Context: an optimization exercise on an open-source flow, tuned for small area, a short achievable clock period and few clock cycles per item. The choices shown serve that exercise and are no tape-out recipe. Where RTL was checked, it was by simulation tests only, not by an equivalence proof against the original. The RTL of runs 5 and 6 was laid out without a check of its function. Power and IR drop assume default switching activity.

==> flow/config.mk <==
export PLATFORM = sky130hd
export DESIGN_NAME = linear_scan_register_allocator_unit
export DESIGN_NICKNAME = linear_scan_register_allocator_unit
export VERILOG_FILES = /design/flow/design.v
export SDC_FILE = /design/flow/constraint.sdc
export NUM_CORES = 4
export LEC_CHECK = 0
export ABC_AREA = 1
export CAP_MARGIN = 20
export CORE_MARGIN = 2
export CORE_UTILIZATION = 40
export CTS_CLUSTER_DIAMETER = 100
export CTS_CLUSTER_SIZE = 25
export SETUP_SLACK_MARGIN = 4.65
export SLEW_MARGIN = 20
==> flow/constraint.sdc <==
create_clock -name core_clock -period 8.0 [get_ports {clk}]
set_input_delay 1.6000 -clock core_clock [delete_from_list [all_inputs] [get_ports {clk}]]
set_output_delay 1.6000 -clock core_clock [all_outputs]
set_load 0.01 [all_outputs]
==> flow/design.v <==
package lsra_pkg;
  localparam int MAX_REGS_DEF = 16;
  localparam int VAR_W      = 16;
  localparam int POINT_W    = 16;
  localparam int SLOT_W     = 16;
  localparam int REG_IDX_W  = 4;
  localparam int NUM_REGS_W = 5;
  localparam int CFG_AW = 3;
  localparam int CFG_DW = 32;
  localparam logic [NUM_REGS_W-1:0] NUM_REGS_RST = NUM_REGS_W'(16);
  localparam logic [SLOT_W-1:0]     SLOT_MAX     = '1;
  typedef enum logic [CFG_AW-3:0] {
    REG_NUM_REGS = 1'b0
  } cfg_reg_t;
  typedef struct packed {
    logic [VAR_W-1:0]     out_var;
    logic                 spilled;
    logic [REG_IDX_W-1:0] reg_index;
    logic [SLOT_W-1:0]    stack_slot;
    logic                 last;
  } result_t;
endpackage
module lsra_cfg (
  input  logic                                 clk,
  input  logic                                 rst_n,
  input  logic                                 psel,
  input  logic                                 penable,
  input  logic                                 pwrite,
  input  logic [lsra_pkg::CFG_AW-1:0]          paddr,
  input  logic [lsra_pkg::CFG_DW-1:0]          pwdata,
  output logic [lsra_pkg::CFG_DW-1:0]          prdata,
  output logic                                 pready,
  output logic [lsra_pkg::NUM_REGS_W-1:0]      num_regs
);
  logic [lsra_pkg::NUM_REGS_W-1:0] num_regs_r;
  logic [lsra_pkg::NUM_REGS_W-1:0] num_regs_nxt;
  logic [lsra_pkg::CFG_AW-3:0]     word;
  logic                            wr_en;
  assign pready   = 1'b1;
  assign word     = paddr[lsra_pkg::CFG_AW-1:2];
  assign wr_en    = psel & penable & pwrite;
  assign num_regs = num_regs_r;
  always_comb begin
    num_regs_nxt = num_regs_r;
    if (wr_en && (word == lsra_pkg::REG_NUM_REGS)) begin
      num_regs_nxt = pwdata[lsra_pkg::NUM_REGS_W-1:0];
    end
  end
  always_ff @(posedge clk) begin
    if (!rst_n) begin
      num_regs_r <= lsra_pkg::NUM_REGS_RST;
    end else begin
      num_regs_r <= num_regs_nxt;
    end
  end
  always_comb begin
    unique case (word)
      lsra_pkg::REG_NUM_REGS: prdata = lsra_pkg::CFG_DW'(num_regs_r);
      default:                prdata = '0;
    endcase
  end
endmodule
module lsra_ctrl #(
  parameter int MAX_REGS = lsra_pkg::MAX_REGS_DEF
) (
  input  logic                            clk,
  input  logic                            rst_n,
  input  logic [lsra_pkg::NUM_REGS_W-1:0] num_regs,
  input  logic                            in_valid,
  output logic                            in_ready,
  input  logic [lsra_pkg::VAR_W-1:0]      in_var_id,
  input  logic [lsra_pkg::POINT_W-1:0]    in_start_point,
  input  logic [lsra_pkg::POINT_W-1:0]    in_end_point,
  output logic                            out_valid,
  input  logic                            out_ready,
  output logic [lsra_pkg::VAR_W-1:0]      out_var,
  output logic                            out_spilled,
  output logic [lsra_pkg::REG_IDX_W-1:0]  out_reg_index,
  output logic [lsra_pkg::SLOT_W-1:0]     out_stack_slot,
  output logic                            out_last
);
  localparam int N   = 16;
  localparam int VW  = lsra_pkg::VAR_W;
  localparam int EPW = lsra_pkg::POINT_W;
  localparam int SW  = lsra_pkg::SLOT_W;
  localparam int QW  = VW + 2 + 4 + 4 + SW;
  logic           va_r;
  logic [VW-1:0]  avar_r;
  logic [EPW-1:0] astart_r;
  logic [EPW-1:0] aend_r;
  logic           vb_r;
  logic [VW-1:0]  bvar_r;
  logic [EPW-1:0] bend_r;
  logic [N-1:0]   vx_r;    
  logic [N-1:0]   gx_r;    
  logic [N-1:0]   valid_r;
  logic [EPW-1:0] tend_r [N];
  logic [VW-1:0]  tvar_r [N];
  logic [3:0]     rank_r [N];
  logic [N-1:0]   pw_r;
  logic [3:0]     pq_r;
  logic           ptop_r;
  logic [3:0]     er [N];
  logic [N-1:0]   valid_nx, vv;
  logic [SW-1:0]  slot_r;
  logic [SW-1:0]  slot_inc;
  logic           pend2_r;
  logic [VW-1:0]  r2var_r;
  logic           hv_r, sv_r;
  logic [QW-1:0]  head_r, skid_r;
  logic           go, fire2, push, adv, move_ab;
  logic [N-1:0]   vexp, avail, below, gq, rg_oh, top_oh, w_oh;
  logic           grant, steal, spill, tg;
  logic [3:0]     rg, top;
  logic [3:0]     qnew;
  logic [VW-1:0]  top_var;
  logic [QW-1:0]  res;
  logic [N-1:0]   as_cmp, ae_cmp;
  logic           byp_s, byp_e;
  assign slot_inc = (slot_r == lsra_pkg::SLOT_MAX) ? slot_r : slot_r + 1'b1;
  assign go       = vb_r & ~pend2_r & ~sv_r;
  assign fire2    = pend2_r & ~sv_r;
  assign push     = go | fire2;
  assign adv      = ~hv_r | out_ready;
  assign move_ab  = va_r & (~vb_r | go);
  assign in_ready = ~va_r | ~vb_r | (~pend2_r & ~sv_r);
  always_comb begin
    for (int r = 0; r < N; r++) begin
      below[r]  = 5'(r) < num_regs;
      er[r]     = pw_r[r] ? pq_r : rank_r[r];
      top_oh[r] = pw_r[r] ? ptop_r : (valid_r[r] & (rank_r[r] == 4'd0));
    end
  end
  assign vexp  = vx_r;
  assign avail = ~vexp & below;
  assign rg_oh = avail & (~avail + 1'b1);
  assign grant = |avail;
  assign gq    = gx_r;
  assign tg    = |(gq & top_oh);
  assign steal = ~grant & tg;
  assign spill = ~grant & ~tg;
  assign w_oh  = grant ? rg_oh : (tg ? top_oh : '0);
  assign valid_nx = go ? (vexp | rg_oh) : valid_r;
  assign vv       = go ? vexp : valid_r;
  always_comb begin
    rg = '0;
    for (int r = N - 1; r >= 0; r--) begin
      if (avail[r]) rg = 4'(r);
    end
  end
  always_comb begin
    top     = '0;
    top_var = '0;
    for (int r = 0; r < N; r++) begin
      top     = top | ({4{top_oh[r]}} & 4'(r));
      top_var = top_var | ({VW{top_oh[r]}} & tvar_r[r]);
    end
  end
  logic [N-1:0] cnt_t, rk_t;
  always_comb begin
    logic [N-1:0] x;
    logic         a, b;
    x = gq;
    for (int k = 2; k <= N; k = k * 2) begin
      for (int j = k / 2; j > 0; j = j / 2) begin
        for (int i = 0; i < N; i++) begin
          if (((i ^ j) > i)) begin
            a = x[i];
            b = x[i ^ j];
            if ((i & k) == 0) begin
              x[i]     = a | b;
              x[i ^ j] = a & b;
            end else begin
              x[i]     = a & b;
              x[i ^ j] = a | b;
            end
          end
        end
      end
    end
    cnt_t = x;
  end
  assign rk_t = grant ? cnt_t : {1'b0, cnt_t[N-1:1]};
  always_comb begin
    qnew[3] = rk_t[7];
    qnew[2] = (rk_t[3] & ~rk_t[7]) | rk_t[11];
    qnew[1] = (rk_t[1] & ~rk_t[3]) | (rk_t[5] & ~rk_t[7]) | (rk_t[9] & ~rk_t[11]) | rk_t[13];
    qnew[0] = (rk_t[0] & ~rk_t[1]) | (rk_t[2] & ~rk_t[3]) | (rk_t[4] & ~rk_t[5]) |
              (rk_t[6] & ~rk_t[7]) | (rk_t[8] & ~rk_t[9]) | (rk_t[10] & ~rk_t[11]) |
              (rk_t[12] & ~rk_t[13]) | rk_t[14];
  end
  assign res = {go ? bvar_r : r2var_r, go & grant, go & tg, rg, top, slot_r};
  always_comb begin
    for (int r = 0; r < N; r++) begin
      as_cmp[r] = tend_r[r] > astart_r;
      ae_cmp[r] = tend_r[r] > aend_r;
    end
  end
  assign byp_s = bend_r > astart_r;
  assign byp_e = bend_r > aend_r;
  always_ff @(posedge clk) begin
    if (!rst_n) begin
      va_r    <= 1'b0;
      vb_r    <= 1'b0;
      valid_r <= '0;
      pw_r    <= '0;
      slot_r  <= '0;
      pend2_r <= 1'b0;
      hv_r    <= 1'b0;
      sv_r    <= 1'b0;
    end else begin
      if (in_ready)     va_r <= in_valid;
      if (move_ab)      vb_r <= 1'b1;
      else if (go)      vb_r <= 1'b0;
      if (go) begin
        pw_r    <= w_oh;
        valid_r <= valid_nx;
        pend2_r <= steal;
        if (spill) slot_r <= slot_inc;
      end else if (fire2) begin
        pend2_r <= 1'b0;
        slot_r  <= slot_inc;
      end
      if (adv) begin
        hv_r <= sv_r | push;
        sv_r <= 1'b0;
      end else if (push) begin
        sv_r <= 1'b1;
      end
    end
  end
  always_ff @(posedge clk) begin
    if (in_ready) begin
      avar_r   <= in_var_id;
      astart_r <= in_start_point;
      aend_r   <= in_end_point;
    end
    if (move_ab) begin
      bvar_r <= avar_r;
      bend_r <= aend_r;
      for (int r = 0; r < N; r++) begin
        vx_r[r] <= (go && w_oh[r]) ? byp_s : (vv[r] & as_cmp[r]);
        gx_r[r] <= (go && w_oh[r]) ? (byp_s & byp_e) : (vv[r] & as_cmp[r] & ae_cmp[r]);
      end
    end
    if (go && steal) r2var_r <= top_var;
    if (adv)  head_r <= sv_r ? skid_r : res;
    if (push) skid_r <= res;
  end
  always_ff @(posedge clk) begin
    for (int r = 0; r < N; r++) begin
      if (go && w_oh[r]) begin
        tend_r[r] <= bend_r;
        tvar_r[r] <= bvar_r;
      end
      if (go) begin
        if (grant)      rank_r[r] <= er[r] + {3'd0, ~gq[r]};
        else if (steal) rank_r[r] <= er[r] - {3'd0, gq[r]};
        else            rank_r[r] <= er[r];
      end
    end
    if (go) begin
      pq_r   <= qnew;
      ptop_r <= grant ? ~cnt_t[0] : ~cnt_t[1];
    end
  end
  logic h_g, h_t, h_sp;
  assign h_g  = head_r[SW+9];
  assign h_t  = head_r[SW+8];
  assign h_sp = ~h_g & ~h_t;
  assign out_valid      = hv_r;
  assign out_var        = head_r[QW-1 -: VW];
  assign out_spilled    = h_sp;
  assign out_last       = h_g | ~h_t;
  assign out_reg_index  = h_g ? head_r[SW+7:SW+4] : (h_t ? head_r[SW+3:SW] : 4'd0);
  assign out_stack_slot = h_sp ? head_r[SW-1:0] : '0;
endmodule
module linear_scan_register_allocator_unit #(
  parameter int MAX_REGS = lsra_pkg::MAX_REGS_DEF
) (
  input  logic                        clk,
  input  logic                        rst_n,
  input  logic                        in_valid,
  output logic                        in_ready,
  input  logic [lsra_pkg::VAR_W-1:0]   in_var_id,
  input  logic [lsra_pkg::POINT_W-1:0] in_start_point,
  input  logic [lsra_pkg::POINT_W-1:0] in_end_point,
  output logic                        out_valid,
  input  logic                        out_ready,
  output logic [lsra_pkg::VAR_W-1:0]   out_var,
  output logic                        out_spilled,
  output logic [lsra_pkg::REG_IDX_W-1:0] out_reg_index,
  output logic [lsra_pkg::SLOT_W-1:0]  out_stack_slot,
  output logic                        out_last,
  input  logic                        psel,
  input  logic                        penable,
  input  logic                        pwrite,
  input  logic [lsra_pkg::CFG_AW-1:0] paddr,
  input  logic [lsra_pkg::CFG_DW-1:0] pwdata,
  output logic [lsra_pkg::CFG_DW-1:0] prdata,
  output logic                        pready
);
  logic [lsra_pkg::NUM_REGS_W-1:0] num_regs;
  lsra_cfg u_cfg (
    .clk      (clk),
    .rst_n    (rst_n),
    .psel     (psel),
    .penable  (penable),
    .pwrite   (pwrite),
    .paddr    (paddr),
    .pwdata   (pwdata),
    .prdata   (prdata),
    .pready   (pready),
    .num_regs (num_regs)
  );
  lsra_ctrl #(
    .MAX_REGS (MAX_REGS)
  ) u_ctrl (
    .clk      (clk),
    .rst_n    (rst_n),
    .num_regs (num_regs),
    .in_valid       (in_valid),
    .in_ready       (in_ready),
    .in_var_id      (in_var_id),
    .in_start_point (in_start_point),
    .in_end_point   (in_end_point),
    .out_valid      (out_valid),
    .out_ready      (out_ready),
    .out_var        (out_var),
    .out_spilled    (out_spilled),
    .out_reg_index  (out_reg_index),
    .out_stack_slot (out_stack_slot),
    .out_last       (out_last)
  );
endmodule
==> flow/run.sh <==
#!/bin/bash
# synth_recipe.tcl (not shown) runs the flow's synth.tcl, then flattens the netlist and writes it again
# the make line also repeats each setting of config.mk as NAME=value (left out here)
make -C /OpenROAD-flow-scripts/flow DESIGN_CONFIG=/design/flow/config.mk WORK_HOME=/design/flow/orfs CLKGATE_MAP_FILE= SYNTH_SCRIPT=/design/flow/synth_recipe.tcl finish
==> results of run 1 <==
## power breakdown
group | switching, mW | total [mW] | internal [mW]
sequential | 0.0552 | 4.97 | 4.91
clock | 1.47 | 2.51 | 1.04
combinational | 0.522 | 0.795 | 0.273
## final cells by class
cell class,count,area [sq um],share of cell area (%)
diodes,1,2.50,0.00468
clock buffers,52,1110,2.07
clock inverters,10,126,0.236
inverters,396,1530,2.86
multi-input cells,3357,21400,39.9
flip-flops and latches,851,25000,46.7
well taps,1600,2000,3.74
repair buffers,242,2400,4.48
## cells in the final DEF (no fill, tap or decap), types with 21 or more instances in the layout
cell	count
clkdlybuf4s50_1	76
nand4_1	135
buf_12	21
o21ai_1	32
nand3_1	161
edfxtp_1	793
nand2_1	1189
a21oi_1	287
conb_1	28
ha_1	609
clkbuf_16	43
a31oi_1	25
nor3_1	39
o221ai_1	34
buf_4	105
nor2_1	294
o21ai_0	163
dfxtp_1	56
xor2_1	62
o211ai_1	33
inv_1	378
## per-layer routing
| metal | vias up | wire, um |
|---|---|---|
| li1 | 17000 | - |
| met1 | 17300 | 64800 |
| met2 | 1356 | 65100 |
| met3 | 237 | 11200 |
| met4 | 2 | 5420 |
| met5 | - | 20 |
## worst max-delay path, delay by kind of cell
family	cells	cell delay (ns)
buf+inv	2	0.25
simple gates	1	0.06
## per-stage QoR
| step | setup WS, ns | util (%) |
|---|---|---|
| after floorplan | 4.66 | - |
| after global placement | 2.89 | 43.1 |
| after detailed placement | 2.91 | 43.1 |
| after CTS | 4.48 | 44.7 |
| after global routing | 4.48 | 45.2 |
| final | 4.49 | 45.2 |
## sequential cells by signal (all words and copies together) (netlist names)
| name | count |
|---|---|
| u_cfg.num_regs_r | 5 |
| u_ctrl.aend_r | 16 |
| u_ctrl.astart_r | 16 |
| u_ctrl.avar_r | 16 |
| u_ctrl.bend_r | 16 |
| u_ctrl.bvar_r | 16 |
| u_ctrl.gx_r | 16 |
| u_ctrl.head_r | 42 |
| u_ctrl.hv_r | 1 |
| u_ctrl.pend2_r | 1 |
| u_ctrl.pq_r | 4 |
| u_ctrl.ptop_r | 1 |
| u_ctrl.pw_r | 16 |
| u_ctrl.r2var_r | 16 |
| u_ctrl.rank_r | 64 |
| u_ctrl.skid_r | 42 |
| u_ctrl.slot_r | 16 |
| u_ctrl.sv_r | 1 |
| u_ctrl.tend_r | 256 |
| u_ctrl.tvar_r | 256 |
| u_ctrl.va_r | 1 |
| u_ctrl.valid_r | 16 |
| u_ctrl.vb_r | 1 |
| u_ctrl.vx_r | 16 |
## worst paths after layout
| kind | start | to | slack [ns] | cells past startpoint |
|---|---|---|---|---|
| worst min register to register | u_ctrl.avar_r[5] | u_ctrl.bvar_r[5] | 0.42 | 0 |
| worst min-delay path | u_ctrl.avar_r[5] | u_ctrl.bvar_r[5] | 0.42 | 0 |
| worst max-delay path | paddr[2] | prdata[2] | 4.49 | 3 |
| worst max register to register | u_ctrl.ptop_r | u_ctrl.gx_r[4] | 4.73 | 15 |
## cell families (layout without fill, tap and decap cells)
group / count (synthesis) / in the layout
fa+ha+maj: 609 / 609
xor+xnor: 77 / 77
mux: 1 / 1
flops: 851 / 851
other cells: 2 / 29
simple gates: 1930 / 1937
compound gates: 703 / 705
buf+inv: 529 / 700
## repair_timing
item,4_1_cts,5_1_grt
hold buffers,0,0
endpoints found under the setup margin,683,632
cloned,9,4
endpoints found under the hold margin,0,0
buffers inserted,28,24
pin swaps,19,13
gates resized for setup,188,64
==> flow_summary_export.csv, run 1 <==
group,metric,value,unit
clock_tree,clockBufferDepth,3,
die,placementRows,126,
yosys,synth_top_area_cell,"edfxtp_1",
die,core,118000,sq um
worst_hold_path,min_path_type,"reg -> reg",
setup_path,critPathKind,"in -> out",
clock_tree,cts_num_sinks,851,
global_routing,grt_pass1_wl,211000,um
route,wl_per_cell,22.5,um
sta,hold_viol,0,
die,die_height,350,um
yosys,synth_top_cell_area_share,49.7,%
clock_tree,cts-root-buf,"clkbuf_16",
global_routing,grt_overflow,0,
sta,tns,0,ns
clock_tree,clock_latency,0.67,ns
yosys,synth_ff_type,"edfxtp_1",
layout,areaGrowthSynthToFinish,11.7,%
die,initial_utilization,40.5,%
route,drt-vias-per-instance,5.50,
sta,fin_crit,3.51,ns
place,port_buffers,105,
layout,finish.instance_area,53500,sq um
yosys,synth_top_family_by_area,"simple AND/OR/NAND/NOR gates",
yosys,ys_warn_count,6,
yosys,seq_area_frac_synth,52.1,%
place,placed_area,51100,sq um
yosys,syn_area,47900,sq um
setup_path,crit_fanout,6,
place,gp_congestion,0.918,
sta,fmax,285,MHz
yosys,synth_common_cells,"nand2_1 (1199), edfxtp_1 (793), ha_1 (609)",
yosys,synth-compound-area-share,8.72,%
sta,worstMarginPinSlew,1.16,ns
global_routing,grt_use_met2,37.0,%
yosys,synth.area.top_cells,"edfxtp_1 (50%), ha_1 (16%), nand2_1 (9.4%)",
yosys,synth.most_common_cell,"nand2_1",
sta,rsz0062_at_grt,"true",
global_routing,grt_max_degree,71,
pwr,totalPowerFinal,8.28,mW
global_routing,antenna_found_initial,1,
status,outcome,"finished clean",
clock_tree,htree_levels,2,
layout,layout.nets,5589,
setup_path,slowest_delay,0.13,ns
sta,period_share,43.9,%
setup_path,crit_required,6.40,ns
yosys,synth_xor_area_share,1.41,%
setup_path,startpoint_type,"primary input",
sta,final_max_slew_viol_count,0,
global_routing,grt_use_met3,2.70,%
yosys,ys_types,64,
route,vias,35800,
yosys,synth_fa_ha_area_share,15.9,%
global_routing,grt_pass1_vias,33500,
route,drc,0,
pwr,cellPowerDensity,155,nW/um^2
yosys,async_flop_share,0,%
yosys,syn_inst,4702,
sta,slew_headroom,22.5,%
layout,fillCellCount,11000,
sta,skew,0.0437,ns
clock_tree,numCtsBuffers,42,
route,first_pass_iters,5,
die,io_pins,163,
global_routing,track_usage,23.2,%
setup_path,cp-end-kind,"output port",
setup_path,path_cells,"buf_12 > nor2_2 > buf_2",
clock_tree,cts_tree,"yes",
global_routing,met1_usage,32.9,%
route,postRouteAntennaNets,0,
layout,instances_no_fill,6509,
setup_path,critPathSlowestCell,"buf_2",
place,dp.cells,6381,
yosys,syn_avg_cell_area,10.2,sq um
route,drt-initial-drc-count,3664,
pwr,ir_worst_vdd,0.170,mV
layout,drive_above_1_share,7.13,%
clock_tree,path_clk_slew,0.09,ns
die,die_w,350,um
global_routing,grt.busiest_layer,"met2",
yosys,ys_ff_latch,851,
setup_path,arrival,1.91,ns
sta,setup_viol,0,
pwr,total_leakage_power,22.2,nW
yosys,synthSimpleGateAreaFrac,17.1,%
yosys,synthMuxAreaShare,0.0209,%
yosys,synth_enable_flop_cells,793,
job,drv_cap,0,
route,routed_wl,147000,um
place,dp_hpwl,93100,um
sta,hold_slack,0.425,ns
die,dieArea,123000,sq um
Testbench counts, summed over its fixed seeds: cycles 14,328, items 12,000.
==> inputs of run 2 (changes only) <==
--- a/flow/config.mk
+++ b/flow/config.mk
@@ -12,4 +12,5 @@
 export CTS_CLUSTER_DIAMETER = 100
 export CTS_CLUSTER_SIZE = 25
-export SETUP_SLACK_MARGIN = 4.65
+export PLACE_DENSITY = 0.75
+export SETUP_SLACK_MARGIN = 4.5
 export SLEW_MARGIN = 20
==> run 2 against run 1 <==
Effect of this change: still clean; setup slack got worse by 0.056 ns; count of clock-buffer cells in the layout rose by 6; first-iteration DRC count rose by 14%; synthesized area did not move; highest routed layer is now met4.
==> flow_summary_export.csv, run 2 <==
group,metric,value,unit
yosys,synth_ff_type,"edfxtp_1",
die,core,118000,sq um
sta,slew_headroom,20.9,%
layout,drive_above_1_share,5.87,%
pwr,combPwrFrac,9.1,%
clock_tree,clockBufferDepth,3,
setup_path,arrival,4.12,ns
layout,layout_common_cells,"nand2_1 (1190), edfxtp_1 (793), ha_1 (609), inv_1 (375), nor2_1 (306)",
layout,seq_area,25000,sq um
yosys,syn_area,47900,sq um
global_routing,grt_use_met2,34.9,%
route,postRouteAntennaNets,0,
yosys,synth_top_cell_area_share,49.7,%
die,dieArea,123000,sq um
sta,fmax,280,MHz
worst_hold_path,holdPathStages,0,
layout,multi_input_area,21100,sq um
worst_hold_path,hold_end,"u_ctrl.bvar_r[12]",
clock_tree,numCtsBuffers,44,
setup_path,crit_required,8.55,ns
setup_path,critPathKind,"reg -> reg",
global_routing,met1_usage,29.6,%
global_routing,grt_pass1_wl,204000,um
place,dpl_worst_slack,3.53,ns
yosys,synth.most_common_cell,"nand2_1",
sta,hold_viol,0,
route,routed_wl,139000,um
global_routing,grt_pass1_vias,34800,
route,drt-initial-drc-count,4174,
sta,worstMarginPinSlew,1.18,ns
global_routing,grt.busiest_layer,"met2",
clock_tree,clock_latency,0.68,ns
sta,fin_crit,3.57,ns
clock_tree,cts_tree,"yes",
global_routing,track_usage,21.9,%
layout,layout.nets,5546,
route,drc,0,
sta,fin_ws,4.43,ns
setup_path,cp-end-kind,"flip-flop",
die,placementRows,126,
yosys,ys_types,64,
clock_tree,cts_num_sinks,851,
setup_path,startpoint_type,"flip-flop",
route,wl_per_cell,21.4,um
yosys,ys_ff_latch,851,
die,die_w,350,um
pwr,sequentialPowerShare,59.5,%
layout,fillCellCount,10800,
setup_path,crit_fanout,17,
route,vias,36400,
global_routing,antenna_found_initial,4,
yosys,synth_common_cells,"nand2_1 (1199), edfxtp_1 (793), ha_1 (609)",
layout,areaGrowthSynthToFinish,10.5,%
clock_tree,htree_levels,2,
clock_tree,path_clk_slew,0.11,ns
place,port_buffers,105,
die,die_height,350,um
place,dp_hpwl,90200,um
job,drv_cap,0,
global_routing,grt_overflow,0,
place,gp_congestion,0.949,
worst_hold_path,hold_start,"u_ctrl.avar_r[12]",
layout,largestRegisters,"u_ctrl.tend_r: 256 flops, u_ctrl.tvar_r: 256 flops, u_ctrl.rank_r: 64 flops",
sta,rsz0062_at_grt,"true",
pwr,power_switching,2.12,mW
global_routing,grt_max_degree,91,
die,initial_utilization,40.5,%
setup_path,r2r_setup_slack,4.43,ns
pwr,total_leakage_power,21.9,nW
route,drt-vias-per-instance,5.63,
global_routing,grt_use_met3,3.38,%
sta,final_max_slew_viol_count,0,
pwr,clockPowerShare,31.4,%
yosys,syn_avg_cell_area,10.2,sq um
sta,setup_viol,0,
yosys,synth_enable_flop_cells,793,
layout,utilization,44.7,%
pwr,swShare,25.3,%
setup_path,r2r-start,"u_ctrl.astart_r[12]",
clock_tree,postCtsHoldBufs,0,
status,outcome,"finished clean",
yosys,ys_warn_count,6,
die,io_pins,163,
clock_tree,cts-root-buf,"clkbuf_16",
pwr,ir_worst_vdd,0.196,mV
setup_path,r2r_cells,10,
pwr,cellPowerDensity,158,nW/um^2
yosys,seq_area_frac_synth,52.1,%
sta,period_share,44.6,%
sta,tns,0,ns
yosys,synth.area.top_cells,"edfxtp_1 (50%), ha_1 (16%), nand2_1 (9.4%)",
setup_path,r2r-end,"u_ctrl.gx_r[5]",
yosys,async_flop_share,0,%
sta,skew,0.0440,ns
route,first_pass_iters,6,
layout,final_common_cell,"nand2_1",
yosys,synth_top_area_cell,"edfxtp_1",
yosys,syn_inst,4702,
worst_hold_path,min_path_type,"reg -> reg",
pwr,p_int,6.26,mW
## run 2: cell counts after synthesis
No cell type changed its count.
## run 2: critical path, stage by stage (launching register included)
cell and delay [ns]:
edfxtp_1 0.37, inv_1 0.86, ha_1 0.26, nand4_1 0.13, nor3_1 0.41, nand2_1 0.10, nand2_1 0.07, nand3_1 0.26
nor2_1 0.67, nand3_1 0.24, nand2_1 0.11
## run 2: worst max-delay path by stage
stage | startpoint | to | slack (ns) | cells after the start
CTS | u_ctrl.head_r[25] | out_stack_slot[1] | 4.41 | 5
global placement | u_ctrl.ptop_r | u_ctrl.vx_r[10] | 3.60 | 11
floorplan | u_ctrl.sv_r | in_ready | 4.54 | 4
global route | paddr[2] | prdata[1] | 4.48 | 3
finish | u_ctrl.astart_r[12] | u_ctrl.gx_r[5] | 4.43 | 10
detailed placement | u_ctrl.ptop_r | u_ctrl.vx_r[10] | 3.53 | 11
## run 2: kinds of logic after synthesis
group	after synthesis	synth area share (%)
compound gates	703	8.72
simple gates	1930	17.1
fa+ha+maj	609	15.9
mux	1	0.0209
flops	851	52.1
other cells	2	0.0157
buf+inv	529	4.64
xor+xnor	77	1.41
## run 2: metal layers
metal	up-vias	share of wire (%)
li1	16900	-
met1	17300	40
met2	1901	45
met3	334	10
met4	0	4.7
met5	-	0
## run 2: power by group through the flow
stage                     Combinational, mW  Sequential [mW]  Clock [mW]
after CTS                             0.745             4.98        2.66
final                                 0.764             4.98        2.63
after detailed placement              0.735             5.08           0
after global placement                0.700             5.08           0
after floorplan                       0.479             5.05           0
after global routing                  0.847             4.99        2.80
## run 2: area by class of cell
cell class                      instances  area share (%)
Sequential cell                       851            47.2
Multi-Input combinational cell       3350            39.8
Tap cell                             1600            3.78
Timing Repair Buffer                  204            3.70
Inverter                              396            2.88
Clock buffer                           58            2.18
Clock inverter                         14           0.430
Antenna cell                            1         0.00473
## run 2: timing repair
action	CTS	global route
pin swaps	11	5
setup buffers	16	16
endpoints found under the setup margin	616	502
gates cloned	3	3
resized for setup	105	68
## run 2: metrics by stage
step                      total power [mW]  hold WS (ns)  instance area [sq um]  instances
after detailed placement              5.82         0.405                  50900       6363
after global placement                5.78         0.403                  50900       6363
after CTS                             8.38         0.382                  52700       6454
after floorplan                       5.53         0.400                  48000       4728
after global routing                  8.64         0.398                  52900       6473
final                                 8.38         0.393                  52900       6474
==> inputs of run 3 (changes only) <==
--- a/flow/config.mk
+++ b/flow/config.mk
@@ -12,5 +12,4 @@
 export CTS_CLUSTER_DIAMETER = 100
 export CTS_CLUSTER_SIZE = 25
-export PLACE_DENSITY = 0.75
 export SETUP_SLACK_MARGIN = 4.5
 export SLEW_MARGIN = 20
==> run 3 against run 2 <==
Effect of this change: critical path depth is 7 lower; cell area hardly changed; sequential cell count stayed put; die area stayed put; via count is 2.8% lower; sequential share of layout area hardly changed; final cell count is 0.11% higher; combinational power is 2% higher; core utilization hardly changed; critical endpoint is now prdata[4].
==> flow_summary_export.csv, run 3 <==
group,metric,value,unit
yosys,synth.most_common_cell,"nand2_1",
global_routing,grt_use_met3,2.74,%
clock_tree,clockBufferDepth,3,
global_routing,grt_overflow,0,
global_routing,antenna_found_initial,2,
clock_tree,path_clk_slew,0.09,ns
sta,fmax,284,MHz
route,vias,35400,
yosys,syn_area,47900,sq um
clock_tree,htree_levels,2,
place,port_buffers,105,
layout,final_common_cell,"nand2_1",
setup_path,startpoint_type,"primary input",
yosys,syn_inst,4702,
worst_hold_path,hold_start,"u_ctrl.avar_r[13]",
yosys,synth_top_cell_area_share,49.7,%
status,outcome,"finished clean",
global_routing,track_usage,22.6,%
global_routing,grt_max_degree,57,
setup_path,r2r_setup_slack,4.63,ns
clock_tree,postCtsHoldBufs,0,
die,die_height,350,um
sta,final_max_slew_viol_count,0,
yosys,synth.area.top_cells,"edfxtp_1 (50%), ha_1 (16%), nand2_1 (9.4%)",
clock_tree,numCtsBuffers,43,
layout,drive_above_1_share,5.63,%
global_routing,met1_usage,31.3,%
route,drt-initial-drc-count,3210,
clock_tree,cts_tree,"yes",
setup_path,cp-end-kind,"output port",
worst_hold_path,holdPathStages,0,
setup_path,arrival,1.92,ns
layout,areaGrowthSynthToFinish,10.5,%
die,io_pins,163,
die,placementRows,126,
layout,largestRegisters,"u_ctrl.tend_r: 256 flops, u_ctrl.tvar_r: 256 flops, u_ctrl.rank_r: 64 flops",
sta,fin_ws,4.48,ns
route,first_pass_iters,6,
sta,slew_headroom,23.5,%
route,wl_per_cell,21.9,um
die,dieArea,123000,sq um
pwr,ir_worst_vdd,0.179,mV
pwr,total_leakage_power,22.0,nW
route,postRouteAntennaNets,0,
yosys,async_flop_share,0,%
layout,utilization,44.7,%
clock_tree,cts_num_sinks,851,
clock_tree,clock_latency,0.65,ns
sta,period_share,44.0,%
setup_path,r2r_cells,10,
job,drv_cap,0,
layout,fillCellCount,11100,
worst_hold_path,hold_end,"u_ctrl.bvar_r[13]",
place,dpl_worst_slack,3.35,ns
layout,layout_common_cells,"nand2_1 (1192), edfxtp_1 (793), ha_1 (609), inv_1 (380), nor2_1 (308)",
yosys,synth_ff_type,"edfxtp_1",
setup_path,critPathKind,"in -> out",
place,gp_congestion,0.912,
setup_path,crit_required,6.40,ns
yosys,synth_top_area_cell,"edfxtp_1",
clock_tree,cts-root-buf,"clkbuf_16",
place,dp_hpwl,92200,um
global_routing,grt_use_met2,37.1,%
yosys,ys_warn_count,6,
pwr,totalPowerFinal,8.29,mW
sta,tns,0,ns
route,routed_wl,142000,um
place,placed_area,51100,sq um
sta,skew,0.0462,ns
layout,diodes,0,
setup_path,crit_fanout,6,
die,die_w,350,um
die,core,118000,sq um
layout,instances_no_fill,6481,
yosys,synth_enable_flop_cells,793,
worst_hold_path,min_path_type,"reg -> reg",
sta,setup_viol,0,
global_routing,grt_pass1_vias,33400,
yosys,seq_area_frac_synth,52.1,%
sta,fin_crit,3.52,ns
global_routing,grt.busiest_layer,"met2",
route,drc,0,
route,drt-vias-per-instance,5.46,
setup_path,r2r-end,"u_ctrl.gx_r[1]",
layout,finish.instance_area,52900,sq um
layout,layout.nets,5561,
sta,hold_viol,0,
yosys,ys_ff_latch,851,
sta,worstMarginPinSlew,1.15,ns
yosys,ys_types,64,
setup_path,r2r-start,"u_ctrl.sv_r",
sta,hold_slack,0.427,ns
pwr,cellPowerDensity,157,nW/um^2
place,dp.cells,6384,
sta,rsz0062_at_grt,"true",
yosys,syn_avg_cell_area,10.2,sq um
die,initial_utilization,40.5,%
yosys,synth_common_cells,"nand2_1 (1199), edfxtp_1 (793), ha_1 (609)",
global_routing,grt_pass1_wl,206000,um
[run 3: cell counts after synthesis]
Identical to the previous run, type by type.
[run 3: cells by family after synthesis]
kind of cell    count (synthesis)  share of synthesized area (%)
flops                         851                           52.1
xor+xnor                       77                           1.41
mux                             1                         0.0209
buf+inv                       529                           4.64
compound gates                703                           8.72
simple gates                 1930                           17.1
other cells                     2                         0.0157
fa+ha+maj                     609                           15.9
[run 3: how the worst max path moves through the flow]
stage                                 to                start
finish                         prdata[4]             paddr[2]
CTS                       u_ctrl.vx_r[8]        u_ctrl.ptop_r
detailed placement  u_ctrl.tvar_r[11][2]        u_ctrl.ptop_r
global placement    u_ctrl.tvar_r[11][2]        u_ctrl.ptop_r
floorplan                       in_ready          u_ctrl.sv_r
global route             u_ctrl.vx_r[15]  u_cfg.num_regs_r[4]
[run 3: cell type report]
type                       count  area [sq um]  area share, %
tap                         1600          2000           3.78
multi-input combinational   3351         21100           39.8
clock inverter                12           159          0.300
sequential                   851         25000           47.2
clock buffer                  52          1110           2.10
inverter                     396          1520           2.86
timing repair buffer         219          2070           3.92
[run 3: timing repair]
item / in CTS / in global routing
setup endpoints to repair: 658 / 604
hold endpoints to repair: 0 / 0
pin swaps: 16 / 7
resized for setup: 95 / 33
setup buffers: 16 / 12
cloned: 3 / 2
[run 3: critical path, cell delays in order]
cell	delay, ns
buf_8	0.11
nor2_1	0.08
buf_2	0.14
[run 3: power by group]
part	internal, mW	switching [mW]
sequential	4.91	0.0539
clock	1.05	1.50
combinational	0.265	0.512
total	6.23	2.06
[run 3: per-layer routing]
metal	up-vias	share of wire (%)	wire length, um
met5	-	0	0
met4	0	3.0	4310
met3	217	7.2	10300
met2	1268	46	65100
met1	17000	44	62600
li1	16900	-	-
==> inputs of run 4 (changes only) <==
--- a/flow/config.mk
+++ b/flow/config.mk
@@ -9,5 +9,5 @@
 export CAP_MARGIN = 20
 export CORE_MARGIN = 2
-export CORE_UTILIZATION = 40
+export CORE_UTILIZATION = 30
 export CTS_CLUSTER_DIAMETER = 100
 export CTS_CLUSTER_SIZE = 25
==> run 4 against run 3 <==
Effect of this change: still clean; synthesized area unchanged; setup slack gained 0.017 ns; core utilization down 10 points; non-clock buffer count rose by 25; synthesized cell count stayed put; final cell count rose by 7.9%; total power is 1.1% higher; register-to-register slack got worse by 0.13 ns; wire length grew 6.3%; sequential cell count stayed put; fmax up 0.50%; die area increased by 33%.
==> flow_summary_export.csv, run 4 <==
group,metric,value,unit
status,outcome,"finished clean",
global_routing,grt_pass1_wl,215000,um
clock_tree,clock_latency,0.67,ns
yosys,syn_area,47900,sq um
clock_tree,clockBufferDepth,3,
yosys,synth.most_common_cell,"nand2_1",
global_routing,track_usage,17.5,%
sta,setup_viol,0,
layout,largestRegisters,"u_ctrl.tend_r: 256 flops, u_ctrl.tvar_r: 256 flops, u_ctrl.rank_r: 64 flops",
route,vias,36100,
setup_path,cp-end-kind,"output port",
yosys,synth.area.top_cells,"edfxtp_1 (50%), ha_1 (16%), nand2_1 (9.4%)",
setup_path,critPathCapture,"prdata[2]",
yosys,synth_enable_flop_cells,793,
yosys,ys_warn_count,6,
yosys,synth_xor_area_share,1.41,%
setup_path,crit_start,"paddr[2]",
place,dp_hpwl,94100,um
layout,layout_common_cells,"nand2_1 (1188), edfxtp_1 (793), ha_1 (609), inv_1 (372), nor2_1 (300)",
setup_path,r2r-end,"u_ctrl.gx_r[5]",
sta,fmax,285,MHz
layout,areaGrowthSynthToFinish,13.6,%
yosys,ys_types,64,
setup_path,r2r_setup_slack,4.50,ns
route,drt-initial-drc-count,3643,
clock_tree,htree_levels,2,
die,core,158000,sq um
layout,utilization,34.4,%
yosys,synth_top_area_cell,"edfxtp_1",
layout,finish.instance_area,54400,sq um
place,gp_congestion,0.912,
setup_path,r2r_cells,10,
layout,seq_area,25000,sq um
setup_path,arrival,1.90,ns
yosys,seq_area_frac_synth,52.1,%
setup_path,r2r-start,"u_ctrl.astart_r[8]",
setup_path,path_cells,"buf_12 > nor2_4 > buf_6",
yosys,synth-compound-area-share,8.72,%
global_routing,grt_max_degree,83,
yosys,synthMuxAreaShare,0.0209,%
route,postRouteAntennaNets,0,
die,io_pins,163,
route,routed_wl,151000,um
clock_tree,postCtsHoldBufs,0,
yosys,ys_ff_latch,851,
pwr,cellPowerDensity,154,nW/um^2
route,wl_per_cell,21.6,um
layout,layout.nets,5591,
setup_path,slowest_delay,0.12,ns
sta,final_max_slew_viol_count,0,
die,die_height,404,um
sta,tns,0,ns
die,placementRows,146,
sta,slew_headroom,17.9,%
die,dieArea,163000,sq um
global_routing,antenna_found_initial,5,
yosys,synth_ff_type,"edfxtp_1",
clock_tree,cts_num_sinks,851,
route,drc,0,
yosys,async_flop_share,0,%
route,drt-vias-per-instance,5.16,
sta,worstMarginPinSlew,1.22,ns
place,placed_area,51600,sq um
clock_tree,path_clk_slew,0.09,ns
yosys,syn_inst,4702,
layout,multi_input_area,21400,sq um
global_routing,grt_overflow,0,
clock_tree,cts_tree,"yes",
layout,fillCellCount,15700,
route,first_pass_iters,5,
place,port_buffers,105,
sta,fin_crit,3.50,ns
setup_path,crit_fanout,6,
job,drv_cap,0,
die,initial_utilization,30.2,%
layout,final_common_cell,"nand2_1",
global_routing,grt_pass1_vias,34400,
clock_tree,cts-root-buf,"clkbuf_16",
yosys,synth_top_family_by_area,"simple AND/OR/NAND/NOR gates",
yosys,synth_fa_ha_area_share,15.9,%
pwr,total_leakage_power,22.3,nW
yosys,synthSimpleGateAreaFrac,17.1,%
worst_hold_path,min_path_type,"reg -> reg",
setup_path,critPathSlowestCell,"buf_12",
sta,skew,0.0552,ns
sta,hold_viol,0,
die,die_w,404,um
pwr,ir_worst_vdd,0.144,mV
yosys,syn_avg_cell_area,10.2,sq um
setup_path,crit_required,6.40,ns
clock_tree,numCtsBuffers,42,
sta,rsz0062_at_grt,"true",
setup_path,startpoint_type,"primary input",
yosys,synth_common_cells,"nand2_1 (1199), edfxtp_1 (793), ha_1 (609)",
sta,period_share,43.8,%
yosys,synth_top_cell_area_share,49.7,%
layout,drive_above_1_share,7.17,%
setup_path,critPathKind,"in -> out",
[run 4: cell counts after synthesis]
No cell type changed its count.
[run 4: metal layers]
layer / GRT usage [%] / up-vias / wire length [um]
li1: - / 17000 / -
met1: 24.4 / 17500 / 65500
met2: 28.0 / 1379 / 67400
met3: 2.26 / 264 / 12100
met4: 6.10 / 2 / 6200
met5: 0 / - / 13
[run 4: cells by family after synthesis]
family,Yosys count
AOI/OAI and AO/OA,703
muxes,1
adders and majority gates,609
xor gates and xnor gates,77
DFF,851
other,2
and+or+nand+nor,1930
buffers and inverters,529
[run 4: area by class of cell]
class                      count  area share (%)
antenna                        2         0.00920
inverter                     396            2.87
sequential                   851            45.9
clock buffer                  61            2.06
multi-input combinational   3357            39.2
clock inverter                12           0.368
tap                         2072            4.76
timing repair buffer         244            4.78
[run 4: per-stage QoR]
| stage | power [mW] | hold WS [ns] | setup WS (ns) | std cells |
|---|---|---|---|---|
| floorplan | 5.53 | 0.400 | 4.54 | 4728 |
| global placement | 5.80 | 0.404 | 2.88 | 6843 |
| detailed placement | 5.83 | 0.405 | 2.81 | 6844 |
| CTS | 8.41 | 0.424 | 4.43 | 6956 |
| global route | 8.68 | 0.432 | 4.43 | 6993 |
| finish | 8.39 | 0.415 | 4.50 | 6995 |
[run 4: power breakdown]
part           internal, mW  switching, mW  leakage, nW
Clock                  1.09           1.53        0.629
Combinational         0.276          0.521         13.8
Sequential             4.91         0.0605         7.83
[run 4: worst min path at each step]
stage,startpoint,cells after the start,end
2_1_floorplan,u_ctrl.avar_r[0],0,u_ctrl.bvar_r[0]
3_3_place_gp,u_ctrl.avar_r[12],0,u_ctrl.bvar_r[12]
4_1_cts,u_ctrl.avar_r[15],0,u_ctrl.bvar_r[15]
6_report,u_ctrl.avar_r[15],0,u_ctrl.bvar_r[15]
5_1_grt,u_ctrl.avar_r[15],0,u_ctrl.bvar_r[15]
3_5_place_dp,u_ctrl.avar_r[0],0,u_ctrl.bvar_r[0]
[run 4: timing repair]
item | 4_1_cts | 5_1_grt
buffers inserted | 29 | 25
pin swaps | 17 | 15
setup endpoints to repair | 711 | 616
gates resized for setup | 156 | 90
cloned | 10 | 12
[run 4: worst max-delay path: cells and delay by family]
family | cells | cell delay, ns
AND/OR/NAND/NOR | 1 | 0.08
buffers and inverters | 2 | 0.22
==> inputs of run 5 (changes only) <==
--- a/flow/design.v
+++ b/flow/design.v
@@ -213,6 +213,6 @@
       if (move_ab)      vb_r <= 1'b1;
       else if (go)      vb_r <= 1'b0;
+      pw_r <= go ? w_oh : '0;
       if (go) begin
-        pw_r    <= w_oh;
         valid_r <= valid_nx;
         pend2_r <= steal;
@@ -254,14 +254,10 @@
         tvar_r[r] <= bvar_r;
       end
-      if (go) begin
-        if (grant)      rank_r[r] <= er[r] + {3'd0, ~gq[r]};
-        else if (steal) rank_r[r] <= er[r] - {3'd0, gq[r]};
-        else            rank_r[r] <= er[r];
-      end
-    end
-    if (go) begin
-      pq_r   <= qnew;
-      ptop_r <= grant ? ~cnt_t[0] : ~cnt_t[1];
+      if (go && grant)      rank_r[r] <= er[r] + {3'd0, ~gq[r]};
+      else if (go && steal) rank_r[r] <= er[r] - {3'd0, gq[r]};
+      else                  rank_r[r] <= er[r];
     end
+    pq_r   <= qnew;
+    ptop_r <= grant ? ~cnt_t[0] : ~cnt_t[1];
   end
   logic h_g, h_t, h_sp;
--- a/flow/config.mk
+++ b/flow/config.mk
@@ -9,5 +9,5 @@
 export CAP_MARGIN = 20
 export CORE_MARGIN = 2
-export CORE_UTILIZATION = 30
+export CORE_UTILIZATION = 40
 export CTS_CLUSTER_DIAMETER = 100
 export CTS_CLUSTER_SIZE = 25
==> run 5 against run 4 <==
Effect of this change: still clean; first-iteration DRC count grew 7.6%; die area shrank 25%; final cell count shrank 5.9%; largest power group unchanged; highest routed layer is now met4.
==> flow_summary_export.csv, run 5 <==
group,metric,value,unit
pwr,cellPowerDensity,179,nW/um^2
clock_tree,cts_tree,"yes",
die,io_pins,163,
pwr,combPwrFrac,18.7,%
clock_tree,numCtsBuffers,42,
setup_path,r2r-end,"u_ctrl.gx_r[11]",
die,initial_utilization,40.4,%
layout,largestRegisters,"u_ctrl.tend_r: 256 flops, u_ctrl.tvar_r: 256 flops, u_ctrl.rank_r: 64 flops",
layout,areaGrowthSynthToFinish,10.2,%
sta,slew_headroom,26.3,%
sta,skew,0.0588,ns
place,dp.cells,6482,
sta,tns,0,ns
pwr,totalPowerFinal,9.39,mW
die,dieArea,122000,sq um
route,drt-initial-drc-count,3919,
sta,worstMarginPinSlew,1.10,ns
yosys,ys_ff_latch,851,
yosys,synth_top_area_cell,"edfxtp_1",
clock_tree,htree_levels,2,
setup_path,crit_fanout,6,
pwr,ir_worst_vdd,0.150,mV
yosys,synth_ff_type,"edfxtp_1",
route,first_pass_iters,6,
global_routing,grt_max_degree,81,
setup_path,critPathKind,"in -> out",
layout,fillCellCount,11100,
place,dp_hpwl,91600,um
yosys,synth_common_cells,"nand2_1 (1271), edfxtp_1 (724), ha_1 (609)",
setup_path,r2r-start,"u_ctrl.sv_r",
route,postRouteAntennaNets,0,
global_routing,track_usage,23.4,%
setup_path,r2r_cells,10,
die,die_height,349,um
global_routing,antenna_found_initial,2,
route,drt-vias-per-instance,5.52,
pwr,swShare,29.3,%
setup_path,startpoint_type,"primary input",
yosys,seq_area_frac_synth,50.9,%
global_routing,grt_overflow,0,
setup_path,crit_start,"paddr[2]",
sta,period_share,44.2,%
yosys,ys_warn_count,6,
yosys,syn_avg_cell_area,9.80,sq um
route,wl_per_cell,22.0,um
yosys,syn_inst,4867,
yosys,synth.most_common_cell,"nand2_1",
place,gp_congestion,0.891,
sta,hold_viol,0,
clock_tree,path_clk_slew,0.10,ns
layout,layout_common_cells,"nand2_1 (1265), edfxtp_1 (724), ha_1 (609), inv_1 (439), a21oi_1 (298)",
die,die_w,349,um
global_routing,grt_pass1_wl,214000,um
layout,utilization,44.5,%
die,placementRows,126,
clock_tree,cts_num_sinks,851,
worst_hold_path,hold_start,"u_ctrl.avar_r[9]",
setup_path,cp-end-kind,"output port",
setup_path,r2r_setup_slack,4.54,ns
clock_tree,clock_latency,0.66,ns
sta,hold_slack,0.426,ns
route,drc,0,
pwr,power_switching,2.75,mW
worst_hold_path,holdPathStages,0,
layout,instances_no_fill,6582,
yosys,async_flop_share,0,%
yosys,syn_area,47700,sq um
setup_path,arrival,1.93,ns
job,drv_cap,0,
yosys,synth.area.top_cells,"edfxtp_1 (46%), ha_1 (16%), nand2_1 (10%)",
pwr,total_leakage_power,22.2,nW
layout,layout.nets,5716,
status,outcome,"finished clean",
worst_hold_path,min_path_type,"reg -> reg",
pwr,p_int,6.63,mW
place,port_buffers,105,
sta,final_max_slew_viol_count,0,
setup_path,crit_required,6.40,ns
pwr,clockPowerShare,26.8,%
yosys,synth_top_cell_area_share,45.6,%
clock_tree,clockBufferDepth,3,
sta,fin_crit,3.53,ns
sta,fmax,283,MHz
layout,final_common_cell,"nand2_1",
layout,drive_above_1_share,5.81,%
clock_tree,cts-root-buf,"clkbuf_16",
worst_hold_path,hold_end,"u_ctrl.bvar_r[9]",
yosys,synth_enable_flop_cells,724,
sta,rsz0062_at_grt,"true",
route,routed_wl,145000,um
sta,setup_viol,0,
route,vias,36300,
pwr,sequentialPowerShare,54.5,%
global_routing,grt_pass1_vias,34200,
yosys,ys_types,59,
die,core,118000,sq um
## run 5: changes by cell type after synthesis, sizes merged, moves of 24 or more
cell / delta
edfxtp: -69
inv: +65
nand3: +32
nand2: +60
dfxtp: +69
o21ai: -24
o221ai: -30
## run 5: critical path: stages
cell	delay, ns
buf_12	0.12
nor2_4	0.10
buf_6	0.11
## run 5: per-stage QoR
| step | cell area, sq um | setup slack, ns |
|---|---|---|
| final | 52600 | 4.47 |
| after global routing | 52600 | 4.44 |
| after CTS | 52400 | 4.46 |
| after detailed placement | 50900 | 2.33 |
| after global placement | 50900 | 2.35 |
| after floorplan | 47800 | 4.53 |
## run 5: worst max path at each step
stage                                       end  slack, ns  cells after the start
after global placement     u_ctrl.tend_r[3][10]       2.35                     13
after global routing      u_ctrl.tvar_r[15][12]       4.44                     12
final                                 prdata[3]       4.47                      3
after CTS                   u_ctrl.tend_r[3][3]       4.46                     13
after floorplan            u_ctrl.tend_r[10][0]       4.53                     11
after detailed placement    u_ctrl.tend_r[3][3]       2.33                     13
## run 5: layer usage
metal  track usage (%)  wire length [um]  up-vias
met1              32.6             63800    17400
li1                  -                 -    17300
met2              37.9             65700     1365
met5                 0                 0        -
met4              7.40              4790        0
met3              2.73             10600      224
## run 5: final cells by class
type	count	area [sq um]	area share (%)
timing repair buffer	223	1980	3.77
clock buffer	58	1110	2.11
tap	1536	1920	3.65
clock inverter	13	148	0.281
multi-input combinational	3437	21400	40.6
antenna	2	5.00	0.00952
sequential	851	24300	46.2
inverter	462	1760	3.36
## run 5: what timing repair did
action,in CTS,in global routing
gates resized for setup,95,56
pin swaps,14,3
buffers inserted,12,10
hold buffers,0,0
setup endpoints to repair,651,223
hold endpoints to repair,0,0
gates cloned,4,1
## run 5: logic make-up after synthesis
family	share of synthesized area [%]
other cells	0.0157
compound gates	8.50
fa+ha+maj	16.0
xor+xnor	1.43
buf+inv	5.25
simple gates	17.9
flops	50.9
## run 5: power groups by stage
stage	Sequential [mW]	Clock (mW)	Combinational [mW]
CTS	5.11	2.57	1.73
floorplan	5.18	0	1.22
global route	5.14	2.71	1.98
global placement	5.21	0	1.66
detailed placement	5.21	0	1.70
finish	5.12	2.52	1.75
==> inputs of run 6 (changes only) <==
--- a/flow/config.mk
+++ b/flow/config.mk
@@ -12,4 +12,4 @@
 export CTS_CLUSTER_DIAMETER = 100
 export CTS_CLUSTER_SIZE = 25
-export SETUP_SLACK_MARGIN = 4.5
+export SETUP_SLACK_MARGIN = 4.4
 export SLEW_MARGIN = 20
==> run 6 against run 5 <==
Effect of this change: still clean; clock skew is 0.00097 ns higher; count of clock-buffer cells in the layout stayed put; combinational power hardly changed; final cell count is 0.12% lower; clock power hardly changed; register-to-register slack worse by 0.14 ns; synthesized cell count stayed put; core utilization is 0.13 points lower; via count is 0.24% lower; sequential power hardly changed; total power is 0.14% lower; worst hold slack hardly changed; critical path type is now reg -> reg; largest power group unchanged.
==> flow_summary_export.csv, run 6 <==
group,metric,value,unit
sta,fin_crit,3.60,ns
sta,tns,0,ns
clock_tree,cts-root-buf,"clkbuf_16",
route,drt-initial-drc-count,3761,
die,die_w,349,um
yosys,synth_top_family_by_area,"simple AND/OR/NAND/NOR gates",
yosys,synth.area.top_cells,"edfxtp_1 (46%), ha_1 (16%), nand2_1 (10%)",
setup_path,cp-end-kind,"flip-flop",
layout,layout.nets,5708,
worst_hold_path,holdPathStages,0,
clock_tree,cts_tree,"yes",
global_routing,grt_pass1_wl,214000,um
job,drv_cap,0,
yosys,syn_area,47700,sq um
yosys,synth-compound-area-share,8.50,%
sta,setup_viol,0,
worst_hold_path,min_path_type,"reg -> reg",
route,drt-vias-per-instance,5.51,
route,routed_wl,144000,um
setup_path,critPathSlowestCell,"dfxtp_1",
yosys,synthMuxAreaShare,0,%
layout,layout_common_cells,"nand2_1 (1265), edfxtp_1 (724), ha_1 (609), inv_1 (440), a21oi_1 (298)",
layout,largestRegisters,"u_ctrl.tend_r: 256 flops, u_ctrl.tvar_r: 256 flops, u_ctrl.rank_r: 64 flops",
sta,hold_viol,0,
global_routing,track_usage,23.3,%
die,core,118000,sq um
setup_path,r2r_setup_slack,4.40,ns
sta,slew_headroom,25.0,%
yosys,synth_fa_ha_area_share,16.0,%
die,dieArea,122000,sq um
die,initial_utilization,40.4,%
yosys,seq_area_frac_synth,50.9,%
setup_path,critical-path-top-delay-family,"simple AND/OR/NAND/NOR gates",
clock_tree,clock_latency,0.67,ns
yosys,synth_top_cell_area_share,45.6,%
place,dp_hpwl,91600,um
yosys,synth_xor_area_share,1.43,%
setup_path,cp_num_cells,15,
route,wl_per_cell,22.0,um
clock_tree,htree_levels,2,
sta,fmax,278,MHz
global_routing,antenna_found_initial,2,
layout,areaGrowthSynthToFinish,9.88,%
clock_tree,clockBufferDepth,3,
place,gp_congestion,0.891,
setup_path,crit_required,8.34,ns
sta,worstMarginPinSlew,1.12,ns
layout,final_common_cell,"nand2_1",
setup_path,slowest_delay,0.38,ns
pwr,total_leakage_power,22.2,nW
layout,finish.instance_area,52400,sq um
die,io_pins,163,
setup_path,path_cells,"inv_1 > nand2_2 > nor2_2 > nand2_1 > nand2_2 > nand2_2 > nor2_4 > nand2_2 > nor2_8 > buf_16 > nand3_1 > nand2_1 > nand2_1 > inv_4 > buf_6",
die,die_height,349,um
clock_tree,cts_num_sinks,851,
global_routing,grt_pass1_vias,34100,
yosys,synth.most_common_cell,"nand2_1",
yosys,synth_ff_type,"edfxtp_1",
yosys,synth_common_cells,"nand2_1 (1271), edfxtp_1 (724), ha_1 (609)",
layout,drive_above_1_share,5.28,%
setup_path,startpoint_type,"flip-flop",
yosys,syn_inst,4867,
sta,rsz0062_at_grt,"true",
yosys,ys_ff_latch,851,
setup_path,r2r-start,"u_cfg.num_regs_r[2]",
sta,final_max_slew_viol_count,0,
route,postRouteAntennaNets,0,
yosys,synth_top_area_cell,"edfxtp_1",
yosys,synthSimpleGateAreaFrac,17.9,%
global_routing,grt_overflow,0,
place,placed_area,50900,sq um
clock_tree,path_clk_slew,0.10,ns
place,dpl_worst_slack,2.33,ns
worst_hold_path,hold_end,"u_ctrl.bvar_r[9]",
setup_path,r2r-end,"u_ctrl.tvar_r[7][12]",
setup_path,r2r_cells,15,
clock_tree,numCtsBuffers,42,
yosys,syn_avg_cell_area,9.80,sq um
setup_path,critPathKind,"reg -> reg",
pwr,ir_worst_vdd,0.149,mV
route,first_pass_iters,6,
setup_path,crit_fanout,67,
setup_path,arrival,3.93,ns
route,vias,36200,
yosys,synth_enable_flop_cells,724,
sta,period_share,45.0,%
status,outcome,"finished clean",
global_routing,grt_max_degree,81,
sta,hold_slack,0.427,ns
yosys,async_flop_share,0,%
setup_path,cpMostUsedCell,"nand2_2",
sta,fin_ws,4.40,ns
pwr,cellPowerDensity,179,nW/um^2
setup_path,crit_buf_inv,4,
worst_hold_path,hold_start,"u_ctrl.avar_r[9]",
route,drc,0,
layout,utilization,44.3,%
layout,fillCellCount,11100,
place,port_buffers,105,
die,placementRows,126,
yosys,ys_types,59,
yosys,ys_warn_count,6,
sta,skew,0.0598,ns
run 6: cell counts after synthesis:
No cell type changed its count.
run 6: layer usage:
metal	GRT usage (%)	wire length, um
met5	0	0
met4	7.51	4970
met3	2.68	10800
met2	37.8	65400
met1	32.6	63200
run 6: cells by family (layout without fill, tap and decap cells):
family                     count (synthesis)  after routing
AOI/OAI and AO/OA                        682            682
other                                      2             30
and+or+nand+nor                         2036           2040
buffers and inverters                    609            748
xor gates and xnor gates                  78             78
adders and majority gates                609            609
DFF                                      851            851
run 6: worst max-delay path by stage:
stage	from	endpoint	slack (ns)
floorplan	u_cfg.num_regs_r[3]	u_ctrl.tend_r[10][0]	4.53
global placement	u_ctrl.ptop_r	u_ctrl.tend_r[3][10]	2.35
detailed placement	u_ctrl.ptop_r	u_ctrl.tend_r[3][3]	2.33
CTS	paddr[2]	prdata[3]	4.41
global route	u_cfg.num_regs_r[2]	u_ctrl.tvar_r[1][14]	4.32
finish	u_cfg.num_regs_r[2]	u_ctrl.tvar_r[7][12]	4.40
run 6: timing repair:
item,in CTS,in global routing
setup endpoints to repair,642,198
hold buffers,0,0
gates cloned,4,0
buffers inserted,9,6
gates resized for setup,76,16
pin swaps,8,5
run 6: per-stage QoR:
stage / power [mW] / std cells
after global placement: 6.87 / 6482
after detailed placement: 6.91 / 6482
after CTS: 9.41 / 6566
after global routing: 9.82 / 6572
final: 9.37 / 6574
after floorplan: 6.40 / 4893
run 6: cell type report:
cell class | count | area, sq um | area share [%]
Clock inverter | 13 | 148 | 0.282
Tap cell | 1536 | 1920 | 3.67
Timing Repair Buffer | 215 | 1890 | 3.60
Multi-Input combinational cell | 3437 | 21300 | 40.7
Sequential cell | 851 | 24300 | 46.3
Clock buffer | 58 | 1110 | 2.12
Inverter | 462 | 1760 | 3.35
Antenna cell | 2 | 5.00 | 0.00955
run 6: power breakdown:
group	switching [mW]	total (mW)	internal (mW)
clock	1.50	2.51	1.01
combinational	1.13	1.74	0.614
sequential	0.117	5.12	5.00

==> separate check: timing with driven ports <==
No port has a modelled driver above. Below, the same layouts with a new extraction and two added sets of constraints. Step 1, drivers: a clkbuf_16 drives clk and a buf_2 each remaining input, both assumed. Step 2, shift: input delay + t, output delay - t, t = (earliest + latest rising clock arrival at the registers) / 2. This alone moves slack from input paths to output paths. a / b / c = ideal / step 1 / step 2; a / b = the first two.
run | t, ns | setup WS [ns] | worst register clock-pin slew, ns | pins driven straight from the clock port
run 1 | 0.722 | 4.486 / 4.432 / 4.257 | 0.12 / 0.12 | 1
run 2 | 0.727 | 4.430 / 4.430 / 4.106 | 0.11 / 0.11 | 1
run 3 | 0.705 | 4.479 / 4.440 / 4.440 | 0.11 / 0.11 | 1
run 4 | 0.709 | 4.497 / 4.447 / 4.053 | 0.12 / 0.12 | 1
run 5 | 0.704 | 4.466 / 4.418 / 3.889 | 0.11 / 0.11 | 1
run 6 | 0.707 | 4.402 / 4.399 / 3.918 | 0.11 / 0.11 | 1
After both steps setup and hold are still met in every run listed. For run 5, which loses most, drivers alone change the setup slack by -0.048 ns; drivers and shift together by -0.577 ns.
